Context: an optimization exercise on an open-source flow, tuned for small area, a short achievable clock period and few clock cycles. The choices shown serve that exercise and are no tape-out recipe.
No run shown here included a check of the RTL's function; only the layout flow was run.
Power figures rest on the tool's default switching activity, not on a simulated workload.

<file path="constraint.sdc">
create_clock -name core_clock -period 7.0 [get_ports {clk}]
set_input_delay 1.4000 -clock core_clock [delete_from_list [all_inputs] [get_ports {clk}]]
set_output_delay 1.4000 -clock core_clock [all_outputs]
set_load 0.01 [all_outputs]
</file>
<file path="design.v">
package smePkg;
    typedef logic [8-1:0] smeChar;
    typedef logic [5-1:0] smeIndex;
    typedef struct packed {
        smeChar [8-1:0] chars;
        smeChar prevChar;
        smeChar endChar;
        logic atStart;
        logic atEnd;
    } smeWindow;
    typedef struct packed {
        smeChar [8-1:0] core;
        logic [3:0] coreLen;
        logic anchorStart;
        logic anchorEnd;
    } smePattern;
    typedef enum logic [1:0] {
        loadString,
        loadPattern,
        scan,
        result
    } smeState;
endpackage
`timescale 1ns/10ps
module smeTop
(
    input  logic       clk,
    input  logic       reset,
    input  logic [7:0] charData,
    input  logic       isString,
    input  logic       isPattern,
    output logic       valid,
    output logic       match,
    output logic [4:0] matchIndex
);
    localparam int S = 32;
    function automatic logic geConst(input logic [4:0] a, input int b);
        logic r;
        r = 1'b1;
        for (int k = 0; k < 5; k++)
        begin
            if (b[k])
                r = a[k] & r;
            else
                r = a[k] | r;
        end
        geConst = r;
    endfunction
    function automatic logic [4:0] sub5(input logic [4:0] a, input logic [4:0] b);
        logic borrow;
        borrow = 1'b0;
        for (int k = 0; k < 5; k++)
        begin
            sub5[k] = a[k] ^ b[k] ^ borrow;
            borrow = (~a[k] & b[k]) | (~(a[k] ^ b[k]) & borrow);
        end
    endfunction
    function automatic logic [4:0] inc5(input logic [4:0] a);
        logic carry;
        carry = 1'b1;
        for (int k = 0; k < 5; k++)
        begin
            inc5[k] = a[k] ^ carry;
            carry = a[k] & carry;
        end
    endfunction
    function automatic logic [5:0] highest(input logic [S-1:0] v);
        logic [5:0] n1 [16];
        logic [5:0] n2 [8];
        logic [5:0] n3 [4];
        logic [5:0] n4 [2];
        for (int a = 0; a < 16; a++)
            n1[a] = v[2*a+1] ? {1'b1, 4'd0, 1'b1} : {v[2*a], 5'd0};
        for (int a = 0; a < 8; a++)
            n2[a] = n1[2*a+1][5] ? {1'b1, 3'd0, 1'b1, n1[2*a+1][0]} : {n1[2*a][5], 3'd0, 1'b0, n1[2*a][0]};
        for (int a = 0; a < 4; a++)
            n3[a] = n2[2*a+1][5] ? {1'b1, 2'd0, 1'b1, n2[2*a+1][1:0]} : {n2[2*a][5], 2'd0, 1'b0, n2[2*a][1:0]};
        for (int a = 0; a < 2; a++)
            n4[a] = n3[2*a+1][5] ? {1'b1, 1'd0, 1'b1, n3[2*a+1][2:0]} : {n3[2*a][5], 1'd0, 1'b0, n3[2*a][2:0]};
        highest = n4[1][5] ? {1'b1, 1'b1, n4[1][3:0]} : {n4[0][5], 1'b0, n4[0][3:0]};
    endfunction
    logic [7:0] ring [S];
    logic [S-1:0] cand;
    logic isStringQ;
    logic isPatternQ;
    logic [4:0] sPos;
    logic [4:0] ePos;
    logic [4:0] kPos;
    logic caretQ;        
    logic dollarQ;       
    always_ff @(posedge clk)
    begin
        ring[0] <= isString ? charData : ring[S-1];
        for (int p = 1; p < S; p++)
        begin
            ring[p] <= ring[p-1];
        end
    end
    always_ff @(posedge clk)
    begin
        sPos <= (isString && !isStringQ) ? 5'd0 : inc5(sPos);
        ePos <= isString ? 5'd0 : inc5(ePos);
    end
    logic [S-1:0] sLe;
    logic [S-1:0] eGe;
    logic [S-1:0] kLe;
    logic [S-1:0] isS0;
    logic [S-1:0] isSN;
    logic [S-1:0] inStr;
    logic noWrap;
    assign noWrap = sLe[ePos];
    always_comb
    begin
        for (int q = 0; q < S; q++)
        begin
            sLe[q] = geConst(sPos, q);
            eGe[q] = (q == S-1) ? 1'b1 : !geConst(ePos, q + 1);
            kLe[q] = geConst(kPos, q);
        end
        for (int q = 0; q < S; q++)
        begin
            isS0[q] = (q == S-1) ? sLe[q] : (sLe[q] && !sLe[q+1]);
            isSN[q] = (q == S-1) ? eGe[0] : (eGe[q+1] && !eGe[q]);
            inStr[q] = noWrap ? (eGe[q] && sLe[q]) : (eGe[q] || sLe[q]);
        end
    end
    logic isDot;
    logic isCaret;
    logic isDollar;
    logic [S-1:0] eqm;
    logic [S-1:0] sp;
    logic [S-1:0] dl;
    assign isDot = (charData == 8'h2e);
    assign isCaret = (charData == 8'h5e);
    assign isDollar = (charData == 8'h24);
    always_comb
    begin
        for (int q = 0; q < S; q++)
        begin
            eqm[q] = isDot || (ring[q] == charData);
            sp[q] = (ring[q] == 8'h20);
            dl[q] = (ring[q] == 8'h24);
        end
    end
    logic [S-1:0] base;
    logic [S-1:0] startOk;
    always_comb
    begin
        for (int q = 0; q < S; q++)
        begin
            startOk[q] = (sp[q] || isS0[(q+S-1)%S]) && inStr[(q+S-1)%S];
            base[q] = cand[q] && (!dollarQ || (dl[(q+1)%S] && !isSN[(q+1)%S]));
        end
    end
    always_ff @(posedge clk)
    begin
        if (!isPatternQ)
        begin
            cand <= isCaret ? startOk : (eqm & inStr);
            caretQ <= isCaret;
            dollarQ <= 1'b0;
        end
        else if (caretQ)
        begin
            cand <= cand & eqm;
            caretQ <= 1'b0;
            dollarQ <= 1'b0;
        end
        else
        begin
            cand <= isDollar ? base : (base & eqm & ~isSN);
            caretQ <= 1'b0;
            dollarQ <= isDollar;
        end
        if (isPattern && !isPatternQ)
        begin
            kPos <= isCaret ? inc5(sPos) : sPos;
        end
    end
    logic [S-1:0] fin;
    logic [S-1:0] fin1;
    logic [S-1:0] fin2;
    logic [S-1:0] atEnd;
    always_comb
    begin
        for (int q = 0; q < S; q++)
        begin
            fin[q] = cand[q] && (!dollarQ || sp[(q+1)%S]);
            fin1[q] = fin[q] && kLe[q];
            fin2[q] = fin[q] && !kLe[q];
            atEnd[q] = cand[q] && isSN[(q+1)%S];
        end
    end
    logic [5:0] h1;
    logic [5:0] h2;
    logic [4:0] idx1;
    logic [4:0] idx2;
    logic [4:0] idxEnd;
    logic hitEnd;
    assign h1 = highest(fin1);
    assign h2 = highest(fin2);
    assign idx1 = sub5(kPos, h1[4:0]);
    assign idx2 = sub5(kPos, h2[4:0]);
    assign idxEnd = sub5(kPos, sub5(ePos, 5'd2));
    assign hitEnd = dollarQ && (|atEnd);
    always_ff @(posedge clk or posedge reset)
    begin
        if (reset)
        begin
            isStringQ <= 1'b0;
            isPatternQ <= 1'b0;
            valid <= 1'b0;
        end
        else
        begin
            isStringQ <= isString;
            isPatternQ <= isPattern;
            valid <= isPatternQ && !isPattern;
        end
    end
    always_ff @(posedge clk)
    begin
        match <= h1[5] || h2[5] || hitEnd;
        matchIndex <= h1[5] ? idx1 : h2[5] ? idx2 : hitEnd ? idxEnd : 5'd0;
    end
endmodule
</file>
<file path="run.sh">
#!/bin/bash
# synth_recipe.tcl (not shown) runs the flow's synth.tcl, then flattens the netlist and writes it again
# the make line also repeats each setting of config.mk as NAME=value (left out here)
make -C /OpenROAD-flow-scripts/flow DESIGN_CONFIG=/design/flow/config.mk WORK_HOME=/design/flow/orfs CLKGATE_MAP_FILE= SYNTH_SCRIPT=/design/flow/synth_recipe.tcl finish
</file>
<file path="config.mk">
export PLATFORM = sky130hd
export DESIGN_NAME = smeTop
export DESIGN_NICKNAME = smeTop
export VERILOG_FILES = /design/flow/design.v
export SDC_FILE = /design/flow/constraint.sdc
export NUM_CORES = 4
export LEC_CHECK = 0
export ABC_CLOCK_PERIOD_IN_PS = 2000
export CAP_MARGIN = 20
export CORE_MARGIN = 2
export CORE_UTILIZATION = 40
export SETUP_SLACK_MARGIN = 4.6
export SLEW_MARGIN = 20
</file>
==> run summary, run 1 <==
Cell Area, Synth 16400 sq um; Worst slew margin 40.8%; Hold Violations, Final 0; Critical Path AT 4.68 ns; Setup Skew 0.0143 ns; clock share of power 35.0%; Synth area leaders dfxtp_1, xnor2_1, xor2_1, o21ai_0, nand2_1; IO Pins 19; first-pass GRT wire length 99000 um; worst-path maximum fanout 4; Netlist cell types 104; area fraction of the dominant cell type after synthesis 37.4%; Worst-Skew Late Latency 0.55 ns; synth warn 10; combinational power share 25.9%; Worst-Margin Slew 0.880 ns; Worst Hold Depth 0; CTS root buf clkbuf_16; R2R Path Start ring[4][0]$_DFF_P_; CP startpoint kind flip-flop; TNS Setup 0 ns; crit path launch ring[4][0]$_DFF_P_; row count 74; Hold EP ring[22][5]$_DFF_P_; Routed WL per cell 26.9 um; post-DP HPWL 44300 um; RSZ-0062 raised after global routing true; Max VDD drop 0.184 mV; largest net degree at the start of global routing 39; core area 40600 sq um; Final Max Tran Viols 0; CTS Buf Count 36; internal power 3.57 mW; # H-tree levels 2; Final ANT Viol Nets 0; crit share post-route 60.1%; Pleak 7.92 nW; Max Cap Viol 0; Clock Path Buffers 3; flops & latches, synth 314; sw power 1.71 mW; worst min path class reg -> reg; status no timing/DRC/antenna violations; number of diodes 0; hold path startpoint ring[21][5]$_DFF_P_; global route overflow 0; clock period minus worst slack 4.21 ns; syn avg cell area 8.96 sq um; CTS tree done; GRT Total Usage 31.4%; WS Path Type reg -> reg; worst reg2reg path depth 15; FMAX 238 MHz; part of the power in registers 39.1%; number of synthesized flops with an enable pin 5; switching portion of total power 32.4%; Synth Flop Type dfxtp_1; vias in the first global route 15.4k; clock-pin slew of the registers on the worst-case setup and hold paths 0.07 ns; FFs w/ async S/R, synth 0.955%; Post-Layout Cell Count 2521; First-pass DRT Iterations 8; share of cells above drive strength 1 28.1%; clk sinks 314; Die H 206 um; # setup viols final 0; Yosys top cell by area dfxtp_1; DR vias/cell 6.29; initial antenna violation count 1; count of input and output buffers 18; nature of the critical path endpoint flip-flop; DRC violations left 0; Initial Utilization 40.3%; initial DRC count 1537; placed cell count 2304; Die ar. 42600 sq um; Routed WL 67900 um; sequential area share after synthesis 38.7%; Mapped Nets 1878; worst reg2reg endpoint matchIndex[4]$_DFF_P_; P per Cell Area 245 nW/um^2; routed via count 15.9k; GPL Wtd Cong 0.973; Post-Syn Instances 1830; Chip Width 206 um; area growth from synthesis to layout 31.7%; final-stage net count 2015; worst endpoint required time 7.47 ns; Reg2Reg Setup Slack 2.79 ns
[cells in the final DEF, fill, tap and decap left out, drive strengths merged, types with 8 or more instances in the layout]
cell	instances
o211ai	31
clkinvlp	8
o31ai	13
nor3	25
o221ai	11
xor2	114
a21oi	73
a31oi	25
o21ai	119
clkbuf	53
dfxtp	306
and2	17
and3	14
a32oi	12
nand4	57
mux2	12
inv	54
nor2b	22
or4	37
nand2	124
or4b	33
buf	183
fa	9
o2111ai	8
nand2b	13
nor2	103
nor4	64
xnor2	147
o21a	13
o22ai	23
maj3	15
nand3	63
ha	27
[Yosys cell counts, types with 7 or more instances]
cell	n
a21o_1	7
a21oi_1	73
a31oi_1	25
a32oi_1	12
and2_1	17
and3_1	14
buf_1	7
buf_2	23
clkbuf_1	63
dfxtp_1	306
fa_1	9
ha_1	27
inv_1	53
maj3_1	9
mux2_2	12
nand2_1	123
nand2b_1	13
nand3_1	63
nand4_1	56
nor2_1	103
nor2b_1	22
nor3_1	24
nor4_1	60
o2111ai_1	8
o211ai_1	30
o21a_1	13
o21ai_0	112
o221ai_1	11
o22ai_1	23
o31ai_1	13
or3_1	7
or4_1	37
or4b_1	10
or4b_2	22
xnor2_1	147
xor2_1	114
[flip-flops by register name (all words and copies together), names as in the netlist]
name / cells
ring: 256
cand: 32
ePos: 5
kPos: 5
matchIndex: 5
sPos: 5
caretQ: 1
dollarQ: 1
isPatternQ: 1
isStringQ: 1
match: 1
valid: 1
[kinds of logic after synthesis]
group / synth area share [%]
simple gates: 21.2
compound gates: 16.8
flops: 38.7
xor+xnor: 13.9
buf+inv: 4.01
fa+ha+maj: 4.12
mux: 1.13
[stage by stage]
| stage | area, sq um | setup slack (ns) | util, % | power [mW] | hold WS, ns |
|---|---|---|---|---|---|
| 6_report | 21600 | 2.79 | 53.1 | 5.28 | 0.373 |
| 5_1_grt | 21600 | 2.66 | 53.1 | 5.43 | 0.381 |
| 3_3_place_gp | 17400 | 2.17 | 42.7 | 3.01 | 0.363 |
| 3_5_place_dp | 17400 | 2.12 | 42.7 | 3.01 | 0.368 |
| 2_1_floorplan | 17100 | 3.04 | - | 2.71 | 0.357 |
| 4_1_cts | 20600 | 2.77 | 50.6 | 5.13 | 0.373 |
[cell type report]
class	count	area (sq um)
Fill cell	3647	19100
Timing Repair Buffer	196	2190
Tap cell	532	666
Inverter	58	262
Clock inverter	12	114
Clock buffer	48	1030
Sequential cell	314	6390
Multi-Input combinational cell	1361	10900
[worst max path at each step]
stage	slack, ns	endpoint	depth (start not counted)
after CTS	2.77	matchIndex[4]$_DFF_P_	14
after global placement	2.17	matchIndex[4]$_DFF_P_	14
after global routing	2.66	matchIndex[4]$_DFF_P_	15
after floorplan	3.04	matchIndex[4]$_DFF_P_	13
final	2.79	matchIndex[4]$_DFF_P_	15
after detailed placement	2.12	matchIndex[4]$_DFF_P_	14
[metal layers]
metal / global-route usage, % / part of all wire (%) / wire, um / up-vias
met5: 0 / 0 / 0 / -
met4: 15.8 / 5.9 / 3990 / 0
met1: 39.0 / 40 / 26900 / 7726
li1: - / - / - / 7000
met2: 51.2 / 46 / 31200 / 877
met3: 6.56 / 8.6 / 5860 / 252
[critical path, cell delays in order (launching register included)]
cell and delay (ns):
dfxtp_1 0.35, or4_4 0.57, o21ai_4 0.24, o211ai_1 0.18, o31ai_2 0.12, a31oi_1 0.12
o31a_1 0.26, o21ai_2 0.13, o211a_1 0.19, ha_1 0.15, inv_1 0.05, fa_2 0.34
fa_2 0.36, fa_2 0.38, or4_4 0.52, a41oi_2 0.19
[power by group through the flow]
stage | sequential, mW | combinational, mW | clock (mW)
after CTS | 2.06 | 1.19 | 1.87
after global placement | 2.11 | 0.892 | 0
after detailed placement | 2.11 | 0.892 | 0
final | 2.07 | 1.37 | 1.85
after floorplan | 2.05 | 0.657 | 0
after global routing | 2.08 | 1.41 | 1.94
[what timing repair did]
| action | CTS | global route |
|---|---|---|
| setup buffers | 87 | 57 |
| hold buffers | 0 | 0 |
| pin swaps | 87 | 70 |
| resized for setup | 294 | 111 |
| hold endpoints to repair | 0 | 0 |
| cloned | 9 | 4 |
| setup endpoints to repair | 64 | 47 |
==> inputs of run 2 (changes only) <==
--- a/config.mk
+++ b/config.mk
@@ -5,9 +5,9 @@
 export SDC_FILE = /design/flow/constraint.sdc
 export NUM_CORES = 4
 export LEC_CHECK = 0
-export ABC_CLOCK_PERIOD_IN_PS = 2000
+export ABC_CLOCK_PERIOD_IN_PS = 2500
 export CAP_MARGIN = 20
 export CORE_MARGIN = 2
 export CORE_UTILIZATION = 40
-export SETUP_SLACK_MARGIN = 4.6
+export SETUP_SLACK_MARGIN = 4.3
 export SLEW_MARGIN = 20
==> run 2 against run 1 <==
  * Count of clock-buffer cells in the layout is 7 higher
  * Still clean
  * Largest power group unchanged
  * Worst hold slack better by 0.0016 ns
  * Flip-flop and latch count stayed put
  * Largest cell class unchanged
==> run summary, run 2 <==
sequential area share after synthesis 38.7%; # H-tree levels 2; largest net degree at the start of global routing 44; cell with the most instances after synthesis dfxtp_1; FFs w/ async S/R, synth 0.955%; Pleak 7.66 nW; count of input and output buffers 18; worst-path maximum fanout 8; post-DP HPWL 44000 um; CTS Buf Count 37; FMAX 235 MHz; Setup Skew 0.0227 ns; commonest non-fill, non-tap cell in the layout dfxtp_1; most frequent cells in the layout dfxtp_1, xnor2_1, nand2_1, xor2_1; worst endpoint required time 7.47 ns; Hold EP ring[13][5]$_DFF_P_; R2R Path Start kPos[4]$_DFFE_PP_; vias in the first global route 15.4k; row count 74; area growth from synthesis to layout 28.6%; Yosys top cell by area dfxtp_1; Synth area leaders dfxtp_1, xnor2_1, xor2_1, o21ai_0, nand2_1; CTS tree done; Worst-Margin Slew 0.912 ns; number of diodes 0; placed cell count 2307; crit share post-route 60.7%; core area 40600 sq um; Worst-Skew Late Latency 0.57 ns; Chip Width 206 um; flops & latches, synth 314; Final Max Tran Viols 0; Clock Path Buffers 3; CTS root buf clkbuf_16; Mapped Nets 1878; worst reg2reg endpoint matchIndex[4]$_DFF_P_; TNS Setup 0 ns; status no timing/DRC/antenna violations; Max VDD drop 0.175 mV; number of synthesized flops with an enable pin 5; # setup viols final 0; clock-pin slew of the registers on the worst-case setup and hold paths 0.06 ns; top cells by instance count after synthesis dfxtp_1, xnor2_1, nand2_1; Routed WL per cell 26.5 um; Initial Utilization 40.3%; Post-Layout Cell Count 2494; worst reg2reg path depth 15; RSZ-0062 raised after global routing true; hold path startpoint ring[12][5]$_DFF_P_; Die H 206 um; Die ar. 42600 sq um; Pwr Total 5.43 mW; routed via count 15.8k; syn avg cell area 8.96 sq um; area fraction of the dominant cell type after synthesis 37.4%; Synth Flop Type dfxtp_1; DR vias/cell 6.33; Hold Violations, Final 0; Max Cap Viol 0; CP startpoint kind flip-flop; synth warn 10; Reg2Reg Setup Slack 2.75 ns; first-pass GRT wire length 97200 um; DRC violations left 0; clock period minus worst slack 4.25 ns; Worst Hold Depth 0; Netlist cell types 104; Final ANT Viol Nets 0; # fillers 3615; top flop regs ring: 256 flops, cand: 32 flops; P per Cell Area 257 nW/um^2; First-pass DRT Iterations 6; GPL Wtd Cong 1.03; Routed WL 66100 um; IO Pins 19; Post-Syn Instances 1830; Largest register FFs 256; worst min path class reg -> reg; Top reg by flops ring; share of cells above drive strength 1 25.6%; Cell Area, Synth 16400 sq um; final-stage net count 1981; nature of the critical path endpoint flip-flop; global route overflow 0; initial antenna violation count 0; initial DRC count 2022; GRT Total Usage 30.4%; clk sinks 314; Critical Path AT 4.72 ns; WS Path Type reg -> reg; hold_buf cts 0; Worst slew margin 38.6%
run 2: cell families (layout without fill, tap and decap cells):
kind of cell | Yosys count | after routing | share of synthesized area, %
buffers and inverters | 158 | 288 | 4.01
muxes | 17 | 17 | 1.13
AOI/OAI and AO/OA | 415 | 417 | 16.8
DFF | 314 | 314 | 38.7
xor gates and xnor gates | 261 | 261 | 13.9
adders and majority gates | 51 | 51 | 4.12
and+or+nand+nor | 614 | 614 | 21.2
run 2: how the worst max path moves through the flow:
stage	start	end	cells after the start	slack, ns
CTS	ring[2][4]$_DFF_P_	matchIndex[4]$_DFF_P_	15	2.75
global route	ring[4][7]$_DFF_P_	matchIndex[4]$_DFF_P_	15	2.67
detailed placement	kPos[4]$_DFFE_PP_	matchIndex[4]$_DFF_P_	15	2.23
finish	kPos[4]$_DFFE_PP_	matchIndex[4]$_DFF_P_	15	2.75
global placement	kPos[4]$_DFFE_PP_	matchIndex[4]$_DFF_P_	15	2.30
floorplan	ring[16][4]$_DFF_P_	matchIndex[4]$_DFF_P_	13	3.04
run 2: power by group:
group          internal [mW]  switching (mW)  total, mW
Clock                   1.19           0.802       1.99
Combinational          0.557           0.808       1.36
Sequential              1.92           0.151       2.07
run 2: metrics by stage:
step	setup slack, ns	area [sq um]	utilization, %	hold WS [ns]
floorplan	3.04	17000	-	0.357
global placement	2.30	17300	42.5	0.367
detailed placement	2.23	17300	42.5	0.366
CTS	2.75	20200	49.7	0.375
global route	2.67	21100	51.9	0.382
finish	2.75	21100	51.9	0.374
run 2: final cells by class:
cell class / count / area (sq um) / share of cell area [%]
multi-input cells: 1360 / 10900 / 51.7
flip-flops and latches: 314 / 6380 / 30.2
clock buffers: 55 / 1110 / 5.28
inverters: 58 / 265 / 1.26
repair buffers: 162 / 1600 / 7.58
well taps: 532 / 666 / 3.16
clock inverters: 13 / 159 / 0.753
run 2: what timing repair did:
| action | CTS | global route |
|---|---|---|
| resized for setup | 241 | 118 |
| cloned | 3 | 1 |
| setup buffers | 70 | 45 |
| setup endpoints to repair | 51 | 38 |
| pin swaps | 71 | 62 |
run 2: per-layer routing:
| layer | global-route usage [%] | part of all wire (%) | up-vias | wire [um] |
|---|---|---|---|---|
| met3 | 7.66 | 11 | 258 | 6950 |
| met5 | 0 | 0 | - | 0 |
| met4 | 15.0 | 5.4 | 0 | 3590 |
| li1 | - | - | 6938 | - |
| met2 | 46.1 | 43 | 973 | 28400 |
| met1 | 40.1 | 41 | 7618 | 27100 |
run 2: critical path, cell delays in order (launching register included):
cell      delay, ns
edfxtp_1       0.48
buf_6          0.19
and2_4         0.18
o21ai_0        0.14
a32o_2         0.33
a311oi_4       0.34
o31ai_1        0.13
a31oi_1        0.22
o211a_1        0.19
ha_1           0.14
inv_1          0.05
fa_2           0.34
fa_2           0.35
fa_2           0.38
or4_4          0.53
a41oi_2        0.19
==> inputs of run 3 (changes only) <==
--- a/design.v
+++ b/design.v
@@ -193,34 +193,35 @@
     end
     logic [5:0] h1;
     logic [5:0] h2;
-    logic [4:0] idx1;
-    logic [4:0] idx2;
-    logic [4:0] idxEnd;
+    logic [4:0] hitPos;
+    logic hitAny;
     logic hitEnd;
+    logic resPend;
     assign h1 = highest(fin1);
     assign h2 = highest(fin2);
-    assign idx1 = sub5(kPos, h1[4:0]);
-    assign idx2 = sub5(kPos, h2[4:0]);
-    assign idxEnd = sub5(kPos, sub5(ePos, 5'd2));
-    assign hitEnd = dollarQ && (|atEnd);
     always_ff @(posedge clk or posedge reset)
     begin
         if (reset)
         begin
             isStringQ <= 1'b0;
             isPatternQ <= 1'b0;
+            resPend <= 1'b0;
             valid <= 1'b0;
         end
         else
         begin
             isStringQ <= isString;
             isPatternQ <= isPattern;
-            valid <= isPatternQ && !isPattern;
-        end
-    end
-    always_ff @(posedge clk)
-    begin
-        match <= h1[5] || h2[5] || hitEnd;
-        matchIndex <= h1[5] ? idx1 : h2[5] ? idx2 : hitEnd ? idxEnd : 5'd0;
+            resPend <= isPatternQ && !isPattern;
+            valid <= resPend;
+        end
+    end
+    always_ff @(posedge clk)
+    begin
+        hitPos <= h1[5] ? h1[4:0] : h2[4:0];
+        hitAny <= h1[5] || h2[5];
+        hitEnd <= dollarQ && (|atEnd);
+        match <= hitAny || hitEnd;
+        matchIndex <= hitAny ? sub5(kPos, hitPos) : hitEnd ? sub5(kPos, sub5(ePos, 5'd3)) : 5'd0;
     end
 endmodule
--- a/config.mk
+++ b/config.mk
@@ -5,9 +5,8 @@
 export SDC_FILE = /design/flow/constraint.sdc
 export NUM_CORES = 4
 export LEC_CHECK = 0
-export ABC_CLOCK_PERIOD_IN_PS = 2500
 export CAP_MARGIN = 20
 export CORE_MARGIN = 2
 export CORE_UTILIZATION = 40
-export SETUP_SLACK_MARGIN = 4.3
+export SETUP_SLACK_MARGIN = 4.5
 export SLEW_MARGIN = 20
==> run 3 against run 2 <==
  * Still clean on timing, DRC and antenna
  * Sequential share of layout area fell by 0.74 points
  * Clock power rose by 4%
  * Maximum frequency rose by 49%
  * Sequential power rose by 3%
  * Critical endpoint is now cand[26]$_DFF_P_
  * Largest cell class unchanged
==> run summary, run 3 <==
Pwr Total 5.78 mW; syn avg cell area 8.78 sq um; worst min path class reg -> reg; WS Path Type reg -> reg; Pleak 8.34 nW; post-DP HPWL 46500 um; largest net degree at the start of global routing 32; Cell Area, Placed 17100 sq um; count of input and output buffers 18; Post-Layout Inst Area 22200 sq um; Chip Width 207 um; Simple-Gate Fraction of Synth Area 20.4%; XOR/XNOR Fraction of Synth Area 14.0%; area fraction of the dominant cell type after synthesis 38.2%; DR vias/cell 6.37; worst endpoint required time 7.50 ns; Synth Flop Type dfxtp_1; initial DRC count 2021; final core utilization 54.6%; most frequent cells in the layout dfxtp_1, xor2_1, nand2_1, buf_4, xnor2_1; Clock Path Buffers 3; RSZ-0062 raised after global routing true; core area 40600 sq um; Max VDD drop 0.206 mV; worst-path maximum fanout 5; status no timing/DRC/antenna violations; met2 wire length 31100 um; Largest register FFs 256; CTS tree done; flops & latches, synth 322; share of cells above drive strength 1 27.9%; Initial Utilization 40.4%; worst hold slack 0.357 ns; clk sinks 322; vias in the first global route 15.9k; GRT Total Usage 33.7%; P per Cell Area 260 nW/um^2; Synth Area in Adders 2.48%; Post-Syn Instances 1869; Final Max Tran Viols 0; CP startpoint kind flip-flop; area growth from synthesis to layout 35.2%; global route overflow 0; final-stage net count 2061; commonest non-fill, non-tap cell in the layout dfxtp_1; clock-pin slew of the registers on the worst-case setup and hold paths 0.06 ns; Cell Area, Synth 16400 sq um; GPL Wtd Cong 1.03; IO Pins 19; First-pass DRT Iterations 6; met3 routed WL 8120 um; top cells by instance count after synthesis dfxtp_1, xor2_1, nand2_1; Worst slew margin 39.9%; Top reg by flops ring; Max Cap Viol 0; cell with the most instances after synthesis dfxtp_1; Die H 207 um; Synth area leaders dfxtp_1, xor2_1, xnor2_1, o21ai_0, nand2_1; worst reg2reg path depth 11; DRC violations left 0; clock period minus worst slack 2.85 ns; Worst-Skew Late Latency 0.57 ns; number of synthesized flops with an enable pin 5; synth warn 10; routed via count 16.4k; Routed WL per cell 28.1 um; FFs w/ async S/R, synth 1.24%; Mapped Nets 1905; number of diodes 0; Compound-Gate Fraction of Synth Area 19.0%; initial antenna violation count 0; Netlist cell types 89; CTS root buf clkbuf_16; Die ar. 42700 sq um; FMAX 351 MHz; Routed WL 72600 um; TNS Setup 0 ns; post-synthesis mux area share 0.572%; highest metal used met4; Final ANT Viol Nets 0; largest family of logic cells by synthesized area simple AND/OR/NAND/NOR gates; Yosys top cell by area dfxtp_1; Worst Hold Depth 0; Hold Violations, Final 0; sequential area share after synthesis 39.7%; # setup viols final 0; first-pass GRT wire length 105000 um; # H-tree levels 2; Worst-Margin Slew 0.901 ns; nature of the critical path endpoint flip-flop; Setup Skew 0.0187 ns; top flop regs ring: 256 flops, cand: 32 flops; row count 74; crit share post-route 40.7%; Metal-1 WL 28600 um; Critical Path AT 3.35 ns; CTS Buf Count 37
run 3: changes by cell type in the layout (fill, tap and decap cells not counted), moves of 10 or more:
cell	change
xnor2_1	-49
xor2_1	+44
buf_4	+35
nand2_1	+26
buf_12	+24
nand4_1	-21
o21ai_0	+17
maj3_2	-13
nor4_1	-12
a21oi_2	+11
bufbuf_16	+10
nand3_1	+10
nor4_2	+10
or2_2	+10
run 3: worst max-delay path, cell delays in order, from the launching register on:
cell      delay (ns)
dfxtp_4         0.39
clkinv_4        0.07
ha_4            0.15
nand2_2         0.05
maj3_2          0.34
o311a_1         0.34
a22oi_4         0.32
o31ai_4         0.14
buf_12          0.16
or4_4           0.47
a221oi_2        0.22
or3_1           0.14
run 3: repair_timing:
| action | CTS | global route |
|---|---|---|
| cloned | 18 | 1 |
| hold buffers | 0 | 0 |
| pin swaps | 58 | 78 |
| endpoints found under the setup margin | 55 | 41 |
| buffers inserted | 120 | 37 |
| resized for setup | 352 | 160 |
run 3: final cells by class:
type / count / area (sq um)
clock inverters: 15 / 200
multi-input cells: 1392 / 10900
well taps: 532 / 666
repair buffers: 215 / 2510
repair inverters: 2 / 20.0
fillers: 3509 / 18400
flip-flops and latches: 322 / 6550
inverters: 55 / 287
clock buffers: 50 / 1090
run 3: final timing paths:
| check | start | endpoint | slack (ns) |
|---|---|---|---|
| max | sPos[1]$_SDFF_PP0_ | cand[26]$_DFF_P_ | 4.15 |
| min | resPend$_DFF_PP0_ | valid$_DFF_PP0_ | 0.36 |
| max reg2reg | sPos[1]$_SDFF_PP0_ | cand[26]$_DFF_P_ | 4.15 |
| min reg2reg | resPend$_DFF_PP0_ | valid$_DFF_PP0_ | 0.36 |
| max in group asynchronous | reset | isStringQ$_DFF_PP0_ | 5.83 |
| min in group asynchronous | reset | resPend$_DFF_PP0_ | 1.02 |
run 3: power by group:
part	leakage, nW	switching, mW	total [mW]	internal (mW)
Clock	0.637	0.816	2.06	1.24
Sequential	2.71	0.158	2.14	1.98
Combinational	4.99	0.907	1.58	0.678
Total	8.34	1.88	5.78	3.90
run 3: logic make-up (layout without fill, tap and decap cells):
| family | Yosys count | count (layout) |
|---|---|---|
| AND/OR/NAND/NOR | 620 | 623 |
| AO/OA/AOI/OAI | 469 | 469 |
| flip-flops | 322 | 322 |
| XOR/XNOR | 262 | 262 |
| buffers and inverters | 158 | 337 |
| adder cells (fa/ha/maj) | 30 | 30 |
| multiplexers | 8 | 8 |
run 3: metrics by stage:
step / cells / worst slack (ns)
2_1_floorplan: 1869 / 4.15
3_3_place_gp: 2342 / 2.76
3_5_place_dp: 2342 / 2.67
4_1_cts: 2545 / 4.19
5_1_grt: 2583 / 4.10
6_report: 2583 / 4.15
run 3: routing by layer:
layer,GRT usage (%),up-vias
met4,18.1,0
met1,43.6,7921
met5,0,-
met2,51.3,1059
li1,-,7136
met3,8.89,333
==> inputs of run 4 (changes only) <==
--- a/config.mk
+++ b/config.mk
@@ -8,5 +8,5 @@
 export CAP_MARGIN = 20
 export CORE_MARGIN = 2
 export CORE_UTILIZATION = 40
-export SETUP_SLACK_MARGIN = 4.5
+export SETUP_SLACK_MARGIN = 4.2
 export SLEW_MARGIN = 20
==> run 4 against run 3 <==
  * Critical endpoint unchanged
  * Die area stayed put
  * Count of clock-buffer cells in the layout is 1 lower
  * Clock skew is 0.0029 ns higher
  * Final area is 8.3% lower
  * Final cell count is 2.6% lower
  * Critical path depth stayed put
  * Maximum frequency is 0.67% lower
  * Still clean on timing, DRC and antenna
  * Highest routed layer is now met5
  * Non-clock buffer count is 63 lower
  * Power is 5.7% lower
  * Critical path type unchanged
  * Sequential power hardly changed
==> run summary, run 4 <==
Synth area leaders dfxtp_1, xor2_1, xnor2_1, o21ai_0, nand2_1; Final Max Tran Viols 0; syn avg cell area 8.78 sq um; # setup viols final 0; Chip Width 207 um; CTS Buf Count 36; share of cells above drive strength 1 19.4%; Pwr Total 5.45 mW; CP delay by family, top compound AO/OA/AOI/OAI gates; WS Path Type reg -> reg; number of synthesized flops with an enable pin 5; vias in the first global route 14.9k; Worst-Skew Late Latency 0.56 ns; clk sinks 322; clock-pin slew of the registers on the worst-case setup and hold paths 0.06 ns; final-stage net count 1993; Synth Flop Type dfxtp_1; Die ar. 42700 sq um; Cell Chain, Critical Path inv_4 > ha_4 > nand2_2 > maj3_2 > o311a_1 > a22oi_4 > o31ai_4 > buf_12 > or4_4 > a221oi_2 > or3_1; Routed WL per cell 27.6 um; synth warn 10; Worst Hold Depth 0; IO Pins 19; largest net degree at the start of global routing 36; Post-Layout Cell Count 2516; Initial Utilization 40.4%; GPL Wtd Cong 1.04; worst path bufs/invs 2; placed cell count 2345; worst reg2reg path depth 11; Critical Path AT 3.37 ns; Routed WL 69500 um; Post-Layout Inst Area 20400 sq um; hold_buf cts 0; first-pass GRT wire length 99000 um; status no timing/DRC/antenna violations; GRT Total Usage 31.5%; FMAX 348 MHz; worst endpoint required time 7.50 ns; Max Cap Viol 0; hold path startpoint resPend$_DFF_PP0_; clock period minus worst slack 2.87 ns; area fraction of the dominant cell type after synthesis 38.2%; CTS tree done; count of input and output buffers 18; flops & latches, synth 322; CP startpoint kind flip-flop; R2R Path Start sPos[1]$_SDFF_PP0_; Pleak 7.61 nW; Worst-Margin Slew 0.967 ns; core area 40600 sq um; row count 74; # H-tree levels 2; commonest non-fill, non-tap cell in the layout dfxtp_1; Storage cell area 6540 sq um; Hold Violations, Final 0; CTS root buf clkbuf_16; WP depth 11; footprint of the multi-input gates 10100 sq um; Crit path largest cell delay 0.47 ns; DR vias/cell 6.34; FFs w/ async S/R, synth 1.24%; initial antenna violation count 2; routed via count 16.0k; post-DP HPWL 46500 um; Die H 207 um; Yosys top cell by area dfxtp_1; Crit-path slowest cell or4_4; Largest register FFs 256; Post-Syn Instances 1869; Cell Area, Synth 16400 sq um; TNS Setup 0 ns; final core utilization 50.1%; P per Cell Area 267 nW/um^2; cell with the most instances after synthesis dfxtp_1; crit path launch sPos[1]$_SDFF_PP0_; Top reg by flops ring; Final ANT Viol Nets 0; Clock Path Buffers 3; crit share post-route 41.0%; Mapped Nets 1905; Max VDD drop 0.162 mV; sequential area share after synthesis 39.7%; top flop regs ring: 256 flops, cand: 32 flops; # fillers 3742; RSZ-0062 raised after global routing true; Setup Skew 0.0215 ns; area growth from synthesis to layout 24.1%; Cell Area, Placed 17000 sq um; worst min path class reg -> reg; Netlist cell types 89; nature of the critical path endpoint flip-flop; Worst slew margin 35.3%; top cells by instance count after synthesis dfxtp_1, xor2_1, nand2_1; DRC violations left 0; initial DRC count 1746; global route overflow 0; First-pass DRT Iterations 8; most frequent cells in the layout dfxtp_1, xor2_1, nand2_1, o21ai_0, xnor2_1; worst-path maximum fanout 7
-- run 4: cells by family after synthesis --
family / synth area share, %
XOR/XNOR: 14.0
flip-flops: 39.7
AND/OR/NAND/NOR: 20.4
adder cells (fa/ha/maj): 2.48
multiplexers: 0.572
buffers and inverters: 3.89
AO/OA/AOI/OAI: 19.0
-- run 4: worst paths after layout --
path	to	slack (ns)
max	cand[26]$_DFF_P_	4.13
min	valid$_DFF_PP0_	0.35
max reg2reg	cand[26]$_DFF_P_	4.13
min reg2reg	valid$_DFF_PP0_	0.35
max in group asynchronous	isPatternQ$_DFF_PP0_	5.83
min in group asynchronous	valid$_DFF_PP0_	1.02
-- run 4: area by class of cell --
cell class                      count  area share (%)
Clock buffer                       49            5.12
Tap cell                          532            3.27
Timing Repair Buffer              152            8.05
Clock inverter                     15           0.786
Antenna cell                        1          0.0123
Inverter                           55            1.30
Sequential cell                   322            32.1
Multi-Input combinational cell   1390            49.4
-- run 4: through the flow --
step	setup slack, ns	hold slack, ns
floorplan	4.14	0.331
global placement	3.02	0.343
detailed placement	3.01	0.340
CTS	4.16	0.354
global route	4.10	0.378
finish	4.13	0.350
-- run 4: repair_timing --
action | 4_1_cts | 5_1_grt
setup buffers | 52 | 43
endpoints found under the setup margin | 49 | 41
resized for setup | 159 | 100
gates cloned | 7 | 4
pin swaps | 14 | 36
-- run 4: routing by layer --
layer	wire (um)	vias up	GRT usage, %
met5	13	-	0
met4	4750	2	17.6
met3	7100	265	6.77
met2	29400	985	47.0
met1	28300	7721	42.1
li1	-	6987	-
-- run 4: power by group --
part	total (mW)	internal [mW]	switching [mW]
combinational	1.36	0.571	0.786
clock	1.95	1.16	0.792
sequential	2.14	1.98	0.163

-- re-timing with driven ports --
The flow's constraints put no driver on any port. The routed layouts listed below were extracted and timed again, unchanged, in two steps.
Step 1 assumes that a clkbuf_16 drives the clock port and a buf_2 every other input.
Step 2 moves the port delays by t, midway between the first and last clock arrival at a register: inputs arrive t later, outputs are due t later. That takes back most of the time a late clock gives input paths.
a / b / c = ideal ports / drivers / drivers and shift; a / b = the first two.
run | shift t [ns] | slack for setup (ns) | cell pins on the clock port's net
run 1 | 0.595 | 2.793 / 2.793 / 2.793 | 1
run 2 | 0.612 | 2.753 / 2.753 / 2.753 | 1
run 3 | 0.618 | 4.148 / 4.148 / 3.740 | 1
run 4 | 0.603 | 4.129 / 4.129 / 3.632 | 1
After both steps every run listed still meets setup and hold. The setup slack of run 4, which loses most, moves by 0.000 ns with the drivers and by -0.497 ns with both steps.
